This design comes from an exercise in tuning for small area, a short achievable clock period and few clock cycles on the open sky130 flow, not from production work. RTL that was checked went through simulation tests only; none was proved equivalent to the original. No activity file was given, so power comes from the tool's default toggle rates.

==> run a <==
==> flow/design.v (excerpt) <==
module prime_sieve_ctrl #(
  parameter int N      = 1024,
  parameter int ADDR_W = 10,
  parameter int CNT_W  = 10
) (
  input  logic              Clock,
  input  logic              Reset_n,
  input  logic              Start,
  input  logic              En,
  output logic              Busy,
  output logic              Done,
  output logic              PrimeValid,
  output logic [ADDR_W-1:0] Prime,
  output logic [CNT_W-1:0]  PrimeCount
);
export LEC_CHECK = 0
export CAP_MARGIN = 20
export CORE_MARGIN = 2
export CORE_UTILIZATION = 40
export SETUP_SLACK_MARGIN = 3.3
export SLEW_MARGIN = 20
create_clock -name core_clock -period 6.5 [get_ports {Clock}]
standard.sh (not shown) runs the stock make flow with config.mk's settings and CLKGATE_MAP_FILE= SYNTH_SCRIPT=/design/flow/synth_recipe.tcl, a recipe that flattens the netlist after the stock synthesis.
==> flow/flow/run.sh <==
#!/bin/bash
# Own layout flow: the standard ORFS flow (standard.sh) with
#  - synthesis: the standard script, but without Yosys's full-adder extraction
#    and with ABC's default liberty mapping in place of ORFS's speed script;
#    registers, their names and cell types are those of the standard synthesis;
#  - every port still buffered, with sky130_fd_sc_hd__buf_1 as the port buffer;
#  - CTS without dummy loads.
# Each tool's full output goes to a log file in the work folder.
set -euo pipefail
W=$(pwd)
export MY_ABC_D=${MY_ABC_D:-3000}
export MY_ABC_SCRIPT="$W/flow/abc.script"
bash standard.sh SYNTH_SCRIPT="$W/flow/synth.tcl" ADDER_MAP_FILE= synth > "$W/synth.log" 2>&1
bash standard.sh \
  "BUFFER_PORTS_ARGS=-buffer_cell sky130_fd_sc_hd__buf_1" \
  "CTS_ARGS=-sink_clustering_enable -repair_clock_nets -dont_use_dummy_load" \
  finish > "$W/layout.log" 2>&1
==> flow/flow/abc.script <==
strash
&get -n
&dch -f
&nf -R 1000
&put
==> flow/flow/synth.tcl <==
# Standard synthesis (synth_recipe.tcl) with ABC's default liberty mapping in
# place of ORFS's speed script.
proc synth {args} { yosys synth -nofsm -noshare {*}$args }

proc abc {args} {
  set keep {}
  set skip 0
  foreach a $args {
    if {$skip} { set skip 0; continue }
    if {$a eq "-script" || $a eq "-D"} { set skip 1; continue }
    lappend keep $a
  }
  if {[info exists ::env(MY_ABC_SCRIPT)] && $::env(MY_ABC_SCRIPT) ne ""} {
    set keep [concat [list -script $::env(MY_ABC_SCRIPT)] $keep]
  }
  if {[info exists ::env(MY_ABC_D)] && $::env(MY_ABC_D) ne ""} {
    lappend keep -D $::env(MY_ABC_D)
  }
  puts "my abc: $keep"
  yosys abc {*}$keep
}
source $::env(SCRIPTS_DIR)/synth.tcl
# left out here: clear keep_hierarchy, flatten, clean up, hide names made inside functions, write 1_2_yosys.v
==> inputs of run b, as changes to run a <==
==> flow/flow/abc.script (replaced) <==
strash
&get -n
&deepsyn -T 300 -S 1
&dch -f
&nf -R 1000
&put
- SETUP_SLACK_MARGIN: 3.3 -> 3.6
==> inputs of run c, as changes to run a <==
- CAP_MARGIN: 20 -> 0
- SETUP_SLACK_MARGIN: 3.3 -> 3.5
- SLEW_MARGIN: 20 -> 0
==> impl_metrics.ini <==
[synth]
synth.cell_area_um2 = 1478
synth.distinct_cells = 38

[die]
core_um2 = 3606

[run_status]
status = complete, no violations

[place]
dp_hpwl_mm = 2.654

[pwr]
clkPwrFrac_pct = 7.0

[worst_setup_path]
crit_arrival_ns = 1.64
(the above is from run b)
==> impl_metrics.ini <==
[worst_setup_path]
crit_arrival_ns = 1.78

[die]
core_um2 = 3661

[synth]
synth.cell_area_um2 = 1513
syn_inst = 192
synth.distinct_cells = 37

[run_status]
status = complete, no violations

[place]
dp_hpwl_mm = 2.627

[pwr]
clkPwrFrac_pct = 11.1
(the above is from run a)
==> impl_metrics.ini <==
[synth]
synth.distinct_cells = 37
synth.cell_area_um2 = 1513

[die]
core_um2 = 3661

[global_route]
overflow = 0

[place]
dp_hpwl_mm = 2.627

[worst_setup_path]
crit_type = primary input to output port
crit_arrival_ns = 1.67

[pwr]
clkPwrFrac_pct = 10.8

[run_status]
status = complete, no violations
(the above is from run c)
Testbench counts of run a, summed over its fixed seeds: cycles 2,080.
Testbench counts of run b, summed over its fixed seeds: cycles 2,080.
Testbench counts of run c, summed over its fixed seeds: cycles 2,080.

==> job 8003 <==
==> flow/design.v <==
module prime_sieve_ctrl #(
  parameter int N      = 1024,
  parameter int ADDR_W = 10,
  parameter int CNT_W  = 10
) (
  input  logic              Clock,
  input  logic              Reset_n,
  input  logic              Start,
  input  logic              En,
  output logic              Busy,
  output logic              Done,
  output logic              PrimeValid,
  output logic [ADDR_W-1:0] Prime,
  output logic [CNT_W-1:0]  PrimeCount
);
  localparam logic [7:0] LAST = 8'd172;    
  function automatic logic [2:0] skip_at(input logic [7:0] i);
    case (i)
      8'd1: skip_at = 3'd7;
      8'd8: skip_at = 3'd1;
      8'd10: skip_at = 3'd1;
      8'd14: skip_at = 3'd1;
      8'd15: skip_at = 3'd1;
      8'd17: skip_at = 3'd1;
      8'd20: skip_at = 3'd1;
      8'd22: skip_at = 3'd1;
      8'd23: skip_at = 3'd2;
      8'd29: skip_at = 3'd4;
      8'd31: skip_at = 3'd1;
      8'd33: skip_at = 3'd2;
      8'd35: skip_at = 3'd1;
      8'd36: skip_at = 3'd1;
      8'd38: skip_at = 3'd1;
      8'd39: skip_at = 3'd1;
      8'd41: skip_at = 3'd2;
      8'd45: skip_at = 3'd3;
      8'd46: skip_at = 3'd3;
      8'd50: skip_at = 3'd1;
      8'd52: skip_at = 3'd2;
      8'd53: skip_at = 3'd1;
      8'd54: skip_at = 3'd1;
      8'd55: skip_at = 3'd1;
      8'd57: skip_at = 3'd1;
      8'd60: skip_at = 3'd2;
      8'd61: skip_at = 3'd4;
      8'd65: skip_at = 3'd4;
      8'd66: skip_at = 3'd1;
      8'd67: skip_at = 3'd2;
      8'd70: skip_at = 3'd1;
      8'd71: skip_at = 3'd2;
      8'd72: skip_at = 3'd1;
      8'd73: skip_at = 3'd1;
      8'd75: skip_at = 3'd1;
      8'd76: skip_at = 3'd2;
      8'd78: skip_at = 3'd2;
      8'd79: skip_at = 3'd2;
      8'd81: skip_at = 3'd2;
      8'd83: skip_at = 3'd1;
      8'd85: skip_at = 3'd1;
      8'd86: skip_at = 3'd2;
      8'd90: skip_at = 3'd3;
      8'd91: skip_at = 3'd2;
      8'd93: skip_at = 3'd2;
      8'd95: skip_at = 3'd1;
      8'd96: skip_at = 3'd3;
      8'd98: skip_at = 3'd5;
      8'd99: skip_at = 3'd1;
      8'd100: skip_at = 3'd2;
      8'd101: skip_at = 3'd1;
      8'd102: skip_at = 3'd1;
      8'd104: skip_at = 3'd1;
      8'd105: skip_at = 3'd2;
      8'd106: skip_at = 3'd1;
      8'd107: skip_at = 3'd1;
      8'd109: skip_at = 3'd1;
      8'd110: skip_at = 3'd1;
      8'd113: skip_at = 3'd3;
      8'd114: skip_at = 3'd2;
      8'd117: skip_at = 3'd1;
      8'd118: skip_at = 3'd1;
      8'd120: skip_at = 3'd3;
      8'd122: skip_at = 3'd1;
      8'd123: skip_at = 3'd2;
      8'd124: skip_at = 3'd2;
      8'd125: skip_at = 3'd2;
      8'd126: skip_at = 3'd2;
      8'd127: skip_at = 3'd2;
      8'd128: skip_at = 3'd1;
      8'd129: skip_at = 3'd1;
      8'd131: skip_at = 3'd2;
      8'd132: skip_at = 3'd1;
      8'd134: skip_at = 3'd2;
      8'd136: skip_at = 3'd4;
      8'd137: skip_at = 3'd2;
      8'd138: skip_at = 3'd3;
      8'd140: skip_at = 3'd2;
      8'd144: skip_at = 3'd2;
      8'd145: skip_at = 3'd4;
      8'd149: skip_at = 3'd4;
      8'd153: skip_at = 3'd6;
      8'd155: skip_at = 3'd2;
      8'd156: skip_at = 3'd2;
      8'd157: skip_at = 3'd2;
      8'd159: skip_at = 3'd1;
      8'd160: skip_at = 3'd1;
      8'd161: skip_at = 3'd4;
      8'd163: skip_at = 3'd1;
      8'd164: skip_at = 3'd1;
      8'd165: skip_at = 3'd2;
      8'd166: skip_at = 3'd1;
      8'd167: skip_at = 3'd3;
      8'd169: skip_at = 3'd1;
      default: skip_at = 3'd0;
    endcase
  endfunction
  function automatic logic [4:0] step_at(input logic pos, input logic [2:0] code);
    case ({pos, code})
      4'd0: step_at = {4'd1, 1'b1};
      4'd1: step_at = {4'd3, 1'b0};
      4'd2: step_at = {4'd4, 1'b1};
      4'd3: step_at = {4'd6, 1'b0};
      4'd4: step_at = {4'd7, 1'b1};
      4'd5: step_at = {4'd9, 1'b0};
      4'd6: step_at = {4'd10, 1'b1};
      4'd7: step_at = {4'd1, 1'b0};
      4'd8: step_at = {4'd2, 1'b0};
      4'd9: step_at = {4'd3, 1'b1};
      4'd10: step_at = {4'd5, 1'b0};
      4'd11: step_at = {4'd6, 1'b1};
      4'd12: step_at = {4'd8, 1'b0};
      4'd13: step_at = {4'd9, 1'b1};
      4'd14: step_at = {4'd11, 1'b0};
      4'd15: step_at = {4'd0, 1'b0};
      default: step_at = 5'd0;
    endcase
  endfunction
  logic [7:0] idx_q;       
  logic [8:0] half_q;      
  logic       busy_q, done_q;
  logic       pos_q;       
  logic [2:0] code_q;      
  logic [4:0] step_s;
  assign step_s = step_at(pos_q, code_q);
  always_ff @(posedge Clock or negedge Reset_n) begin
    if (!Reset_n) begin
      idx_q  <= '0;
      half_q <= '0;
      busy_q <= 1'b0;
      done_q <= 1'b0;
    end else if (En) begin
      if (busy_q) begin
        if (idx_q == LAST) begin
          busy_q <= 1'b0;
          done_q <= 1'b1;
        end else begin
          idx_q  <= idx_q + 8'd1;
          half_q <= half_q + {5'd0, step_s[4:1]};
        end
      end else if (Start) begin
        idx_q  <= 8'd1;
        half_q <= 9'd1;
        busy_q <= 1'b1;
        done_q <= 1'b0;
      end
    end
  end
  always_ff @(posedge Clock) begin
    if (En) begin
      if (busy_q) begin
        pos_q  <= step_s[0];
        code_q <= skip_at(idx_q);
      end else if (Start) begin
        pos_q  <= 1'b1;
        code_q <= 3'd7;
      end
    end
  end
  assign Busy       = busy_q;
  assign Done       = done_q;
  assign PrimeValid = busy_q & En;
  assign Prime      = {half_q, (idx_q[7:1] != 7'd0)};
  assign PrimeCount = {2'b00, idx_q};
endmodule
==> flow/flow/run.sh <==
#!/bin/bash
# Own layout flow: the standard ORFS flow (standard.sh) with
#  - synthesis: the standard script, but without Yosys's full-adder extraction
#    and with ABC's default liberty mapping in place of ORFS's speed script;
#    registers, their names and cell types are those of the standard synthesis;
#  - every port still buffered, with sky130_fd_sc_hd__buf_1 as the port buffer;
#  - CTS without dummy loads.
# Each tool's full output goes to a log file in the work folder.
set -euo pipefail
W=$(pwd)
export MY_ABC_D=${MY_ABC_D:-3000}
bash standard.sh SYNTH_SCRIPT="$W/flow/synth.tcl" ADDER_MAP_FILE= synth > "$W/synth.log" 2>&1
bash standard.sh \
  "BUFFER_PORTS_ARGS=-buffer_cell sky130_fd_sc_hd__buf_1" \
  "CTS_ARGS=-sink_clustering_enable -repair_clock_nets -dont_use_dummy_load" \
  finish > "$W/layout.log" 2>&1
==> flow/flow/synth.tcl <==
# Standard synthesis (synth_recipe.tcl) with ABC's default liberty mapping in
# place of ORFS's speed script.
proc synth {args} { yosys synth -nofsm -noshare {*}$args }

proc abc {args} {
  set keep {}
  set skip 0
  foreach a $args {
    if {$skip} { set skip 0; continue }
    if {$a eq "-script" || $a eq "-D"} { set skip 1; continue }
    lappend keep $a
  }
  if {[info exists ::env(MY_ABC_SCRIPT)] && $::env(MY_ABC_SCRIPT) ne ""} {
    set keep [concat [list -script $::env(MY_ABC_SCRIPT)] $keep]
  }
  if {[info exists ::env(MY_ABC_D)] && $::env(MY_ABC_D) ne ""} {
    lappend keep -D $::env(MY_ABC_D)
  }
  puts "my abc: $keep"
  yosys abc {*}$keep
}
source $::env(SCRIPTS_DIR)/synth.tcl
# left out here: clear keep_hierarchy, flatten, clean up, hide names made inside functions, write 1_2_yosys.v
==> flow/standard.sh <==
#!/bin/bash
# synth_recipe.tcl (not shown) runs the flow's synth.tcl, then flattens the netlist and writes it again
# the make line also repeats each setting of config.mk as NAME=value (left out here)
make -C /OpenROAD-flow-scripts/flow DESIGN_CONFIG=/design/flow/config.mk WORK_HOME=/design/flow/orfs CLKGATE_MAP_FILE= SYNTH_SCRIPT=/design/flow/synth_recipe.tcl "${@:-finish}"
==> flow/config.mk <==
export PLATFORM = sky130hd
export DESIGN_NAME = prime_sieve_ctrl
export DESIGN_NICKNAME = prime_sieve_ctrl
export VERILOG_FILES = /design/flow/design.v
export SDC_FILE = /design/flow/constraint.sdc
export NUM_CORES = 4
export LEC_CHECK = 0
export CAP_MARGIN = 20
export CORE_MARGIN = 2
export CORE_UTILIZATION = 40
export SETUP_SLACK_MARGIN = 3.4
export SLEW_MARGIN = 20
==> flow/constraint.sdc <==
create_clock -name core_clock -period 6.5 [get_ports {Clock}]
set_input_delay 1.3000 -clock core_clock [delete_from_list [all_inputs] [get_ports {Clock}]]
set_output_delay 1.3000 -clock core_clock [all_outputs]
set_load 0.01 [all_outputs]
==> inputs of job 9934, as changes to job 8003 <==
--- a/flow/design.v
+++ b/flow/design.v
@@ -148,4 +148,6 @@
       busy_q <= 1'b0;
       done_q <= 1'b0;
+      pos_q  <= 1'b0;
+      code_q <= '0;
     end else if (En) begin
       if (busy_q) begin
@@ -156,21 +158,14 @@
           idx_q  <= idx_q + 8'd1;
           half_q <= half_q + {5'd0, step_s[4:1]};
+          pos_q  <= step_s[0];
+          code_q <= skip_at(idx_q);
         end
       end else if (Start) begin
         idx_q  <= 8'd1;
         half_q <= 9'd1;
+        pos_q  <= 1'b1;
+        code_q <= 3'd7;
         busy_q <= 1'b1;
         done_q <= 1'b0;
-      end
-    end
-  end
-  always_ff @(posedge Clock) begin
-    if (En) begin
-      if (busy_q) begin
-        pos_q  <= step_s[0];
-        code_q <= skip_at(idx_q);
-      end else if (Start) begin
-        pos_q  <= 1'b1;
-        code_q <= 3'd7;
       end
     end
--- a/flow/flow/run.sh
+++ b/flow/flow/run.sh
@@ -10,4 +10,5 @@
 W=$(pwd)
 export MY_ABC_D=${MY_ABC_D:-3000}
+export MY_ABC_SCRIPT="$W/flow/abc.script"
 bash standard.sh SYNTH_SCRIPT="$W/flow/synth.tcl" ADDER_MAP_FILE= synth > "$W/synth.log" 2>&1
 bash standard.sh \
==> flow/flow/abc.script (new file) <==
strash
&get -n
&fraig -x
&put
dc2
strash
&get -n
&dch -f
&nf -R 1000
&put
&get -n
&st
&dch -f
&nf -R 1000
&put
&get -n
&st
&dch -f
&nf -R 1000
&put
Settings changed: SETUP_SLACK_MARGIN 3.4 to 3.6.
==> inputs of job 8341, as changes to job 8003 <==
==> flow/design.v, changed modules only <==
module prime_sieve_ctrl #(
  parameter int N      = 1024,
  parameter int ADDR_W = 10,
  parameter int CNT_W  = 10
) (
  input  logic              Clock,
  input  logic              Reset_n,
  input  logic              Start,
  input  logic              En,
  output logic              Busy,
  output logic              Done,
  output logic              PrimeValid,
  output logic [ADDR_W-1:0] Prime,
  output logic [CNT_W-1:0]  PrimeCount
);
  localparam logic [7:0] IDX_DONE = 8'd173;    
  function automatic logic [2:0] skip_at(input logic [7:0] i);
    case (i)
      8'd1: skip_at = 3'd7;
      8'd8: skip_at = 3'd1;
      8'd10: skip_at = 3'd1;
      8'd14: skip_at = 3'd1;
      8'd15: skip_at = 3'd1;
      8'd17: skip_at = 3'd1;
      8'd20: skip_at = 3'd1;
      8'd22: skip_at = 3'd1;
      8'd23: skip_at = 3'd2;
      8'd29: skip_at = 3'd4;
      8'd31: skip_at = 3'd1;
      8'd33: skip_at = 3'd2;
      8'd35: skip_at = 3'd1;
      8'd36: skip_at = 3'd1;
      8'd38: skip_at = 3'd1;
      8'd39: skip_at = 3'd1;
      8'd41: skip_at = 3'd2;
      8'd45: skip_at = 3'd3;
      8'd46: skip_at = 3'd3;
      8'd50: skip_at = 3'd1;
      8'd52: skip_at = 3'd2;
      8'd53: skip_at = 3'd1;
      8'd54: skip_at = 3'd1;
      8'd55: skip_at = 3'd1;
      8'd57: skip_at = 3'd1;
      8'd60: skip_at = 3'd2;
      8'd61: skip_at = 3'd4;
      8'd65: skip_at = 3'd4;
      8'd66: skip_at = 3'd1;
      8'd67: skip_at = 3'd2;
      8'd70: skip_at = 3'd1;
      8'd71: skip_at = 3'd2;
      8'd72: skip_at = 3'd1;
      8'd73: skip_at = 3'd1;
      8'd75: skip_at = 3'd1;
      8'd76: skip_at = 3'd2;
      8'd78: skip_at = 3'd2;
      8'd79: skip_at = 3'd2;
      8'd81: skip_at = 3'd2;
      8'd83: skip_at = 3'd1;
      8'd85: skip_at = 3'd1;
      8'd86: skip_at = 3'd2;
      8'd90: skip_at = 3'd3;
      8'd91: skip_at = 3'd2;
      8'd93: skip_at = 3'd2;
      8'd95: skip_at = 3'd1;
      8'd96: skip_at = 3'd3;
      8'd98: skip_at = 3'd5;
      8'd99: skip_at = 3'd1;
      8'd100: skip_at = 3'd2;
      8'd101: skip_at = 3'd1;
      8'd102: skip_at = 3'd1;
      8'd104: skip_at = 3'd1;
      8'd105: skip_at = 3'd2;
      8'd106: skip_at = 3'd1;
      8'd107: skip_at = 3'd1;
      8'd109: skip_at = 3'd1;
      8'd110: skip_at = 3'd1;
      8'd113: skip_at = 3'd3;
      8'd114: skip_at = 3'd2;
      8'd117: skip_at = 3'd1;
      8'd118: skip_at = 3'd1;
      8'd120: skip_at = 3'd3;
      8'd122: skip_at = 3'd1;
      8'd123: skip_at = 3'd2;
      8'd124: skip_at = 3'd2;
      8'd125: skip_at = 3'd2;
      8'd126: skip_at = 3'd2;
      8'd127: skip_at = 3'd2;
      8'd128: skip_at = 3'd1;
      8'd129: skip_at = 3'd1;
      8'd131: skip_at = 3'd2;
      8'd132: skip_at = 3'd1;
      8'd134: skip_at = 3'd2;
      8'd136: skip_at = 3'd4;
      8'd137: skip_at = 3'd2;
      8'd138: skip_at = 3'd3;
      8'd140: skip_at = 3'd2;
      8'd144: skip_at = 3'd2;
      8'd145: skip_at = 3'd4;
      8'd149: skip_at = 3'd4;
      8'd153: skip_at = 3'd6;
      8'd155: skip_at = 3'd2;
      8'd156: skip_at = 3'd2;
      8'd157: skip_at = 3'd2;
      8'd159: skip_at = 3'd1;
      8'd160: skip_at = 3'd1;
      8'd161: skip_at = 3'd4;
      8'd163: skip_at = 3'd1;
      8'd164: skip_at = 3'd1;
      8'd165: skip_at = 3'd2;
      8'd166: skip_at = 3'd1;
      8'd167: skip_at = 3'd3;
      8'd169: skip_at = 3'd1;
      8'd171: skip_at = 3'd7;
      default: skip_at = 3'd0;
    endcase
  endfunction
  function automatic logic [4:0] step_at(input logic pos, input logic [2:0] code);
    case ({pos, code})
      4'd0: step_at = {4'd1, 1'b1};
      4'd1: step_at = {4'd3, 1'b0};
      4'd2: step_at = {4'd4, 1'b1};
      4'd3: step_at = {4'd6, 1'b0};
      4'd4: step_at = {4'd7, 1'b1};
      4'd5: step_at = {4'd9, 1'b0};
      4'd6: step_at = {4'd10, 1'b1};
      4'd7: step_at = {4'd1, 1'b0};
      4'd8: step_at = {4'd2, 1'b0};
      4'd9: step_at = {4'd3, 1'b1};
      4'd10: step_at = {4'd5, 1'b0};
      4'd11: step_at = {4'd6, 1'b1};
      4'd12: step_at = {4'd8, 1'b0};
      4'd13: step_at = {4'd9, 1'b1};
      4'd14: step_at = {4'd11, 1'b0};
      4'd15: step_at = {4'd0, 1'b0};
      default: step_at = 5'd0;
    endcase
  endfunction
  logic [7:0] idx_q;       
  logic [8:0] half_q;      
  logic       pos_q;       
  logic [2:0] code_q;      
  logic       busy_s, done_s;
  logic [4:0] step_s;
  assign done_s = (idx_q == IDX_DONE);
  assign busy_s = (idx_q != 8'd0) && !done_s;
  assign step_s = step_at(pos_q, code_q);
  always_ff @(posedge Clock or negedge Reset_n) begin
    if (!Reset_n) begin
      idx_q  <= '0;
      half_q <= '0;
      pos_q  <= 1'b0;
      code_q <= '0;
    end else if (En) begin
      if (busy_s) begin
        idx_q  <= idx_q + 8'd1;
        half_q <= half_q + {5'd0, step_s[4:1]};
        pos_q  <= step_s[0];
        code_q <= skip_at(idx_q);
      end else if (Start) begin
        idx_q  <= 8'd1;
        half_q <= 9'd1;
        pos_q  <= 1'b1;
        code_q <= 3'd7;
      end
    end
  end
  assign Busy       = busy_s;
  assign Done       = done_s;
  assign PrimeValid = busy_s & En;
  assign Prime      = {half_q, (idx_q[7:1] != 7'd0)};
  assign PrimeCount = {2'b00, idx_q[7:1], idx_q[0] & !done_s};
endmodule
Settings changed: SETUP_SLACK_MARGIN 3.4 to 3.1.
==> summary of the runs <==
Clock power, highest first: job 8003, job 9934, job 8341. The lowest synthesized cell count belongs to job 9934, the highest to job 8003. The lowest register-to-register slack belongs to job 8003, the highest to job 9934. The highest non-clock buffer count belongs to job 8341, the lowest to job 9934. Wire length, highest first: job 8003, job 8341, job 9934. Sequential share of layout area: job 8003 is higher than job 8341 (5.6 points). In clock-buffer cell count, job 8003 and job 8341 do not differ.
==> figures <==
item	job 8341	job 9934	job 8003
Number of multi-input logic gates	184	184	187
Met3 Usage GRT	0.0406	0.0372	0.0208
Total Nets Final	255	246	258
NonClk Buf Share	0.0951	0.0659	0.0574
Seq cells post-synth	21	23	28
Outcome	complete, no violations	complete, no violations	complete, no violations
Post-cts resize count	12	13	8
Number of detailed-routing iterations run before antenna repair	5	4	4
Met1 Wirelength	2.17 mm	2.01 mm	2.15 mm
Part of the total power dissipated in the clock network	0.089	0.112	0.103
Start of the worst register-to-register path	code_q[1]	code_q[0]	idx_q[0]
Dpl cell area	1730 µm²	1740 µm²	1950 µm²
Total design power	0.942 mW	0.753 mW	0.874 mW
Ratio of cells with drive above 1 in the final layout	0.104	0.0708	0.107
Final area over synthesized area	1.121x	1.161x	1.121x
Testbench counts of job 9934, summed over its fixed seeds: cycles 2,080.
Testbench counts of job 8341, summed over its fixed seeds: cycles 2,080.
Only the layout flow was run in job 8003; the RTL was not checked for function there.

==> what the ideal ports hide <==
How much do the figures lean on ideal ports? The routed layouts below were timed once more, with nothing changed but the port constraints. Step 1: set_driving_cell puts a clkbuf_16 on Clock and a buf_2 on each other input, an assumption about the parent block. Step 2 adds t to the input delays and takes it off the output delays; t is the mean of the earliest and latest rising clock arrival at the registers after step 1. Input paths then give back, and output paths get back, about the clock's delay inside the block. Three values: ideal ports, drivers, drivers and shift; two values: the first two.
| run | t (ns) | setup WS [ns] | latest minus earliest clock arrival (ns) | worst register clock-pin slew, ns | pins driven straight from the clock port |
|---|---|---|---|---|---|
| run a | 0.281 | 3.423 / 3.397 / 3.397 | 0.014 / 0.013 | 0.08 / 0.08 | 1 |
| run b | 0.276 | 3.564 / 3.525 / 3.492 | 0.004 / 0.005 | 0.07 / 0.07 | 1 |
| run c | 0.280 | 3.529 / 3.502 / 3.502 | 0.015 / 0.014 | 0.08 / 0.08 | 1 |
| job 8003 | 0.286 | 3.449 / 3.428 / 3.302 | 0.018 / 0.018 | 0.10 / 0.10 | 1 |
| job 9934 | 0.279 | 3.566 / 3.518 / 3.441 | 0.004 / 0.004 | 0.08 / 0.08 | 1 |
| job 8341 | 0.287 | 3.234 / 3.207 / 3.280 | 0.007 / 0.007 | 0.08 / 0.08 | 1 |
After both steps every run listed still meets setup and hold. For job 8003, which loses most, drivers alone change the setup slack by -0.021 ns; drivers and shift together by -0.147 ns.
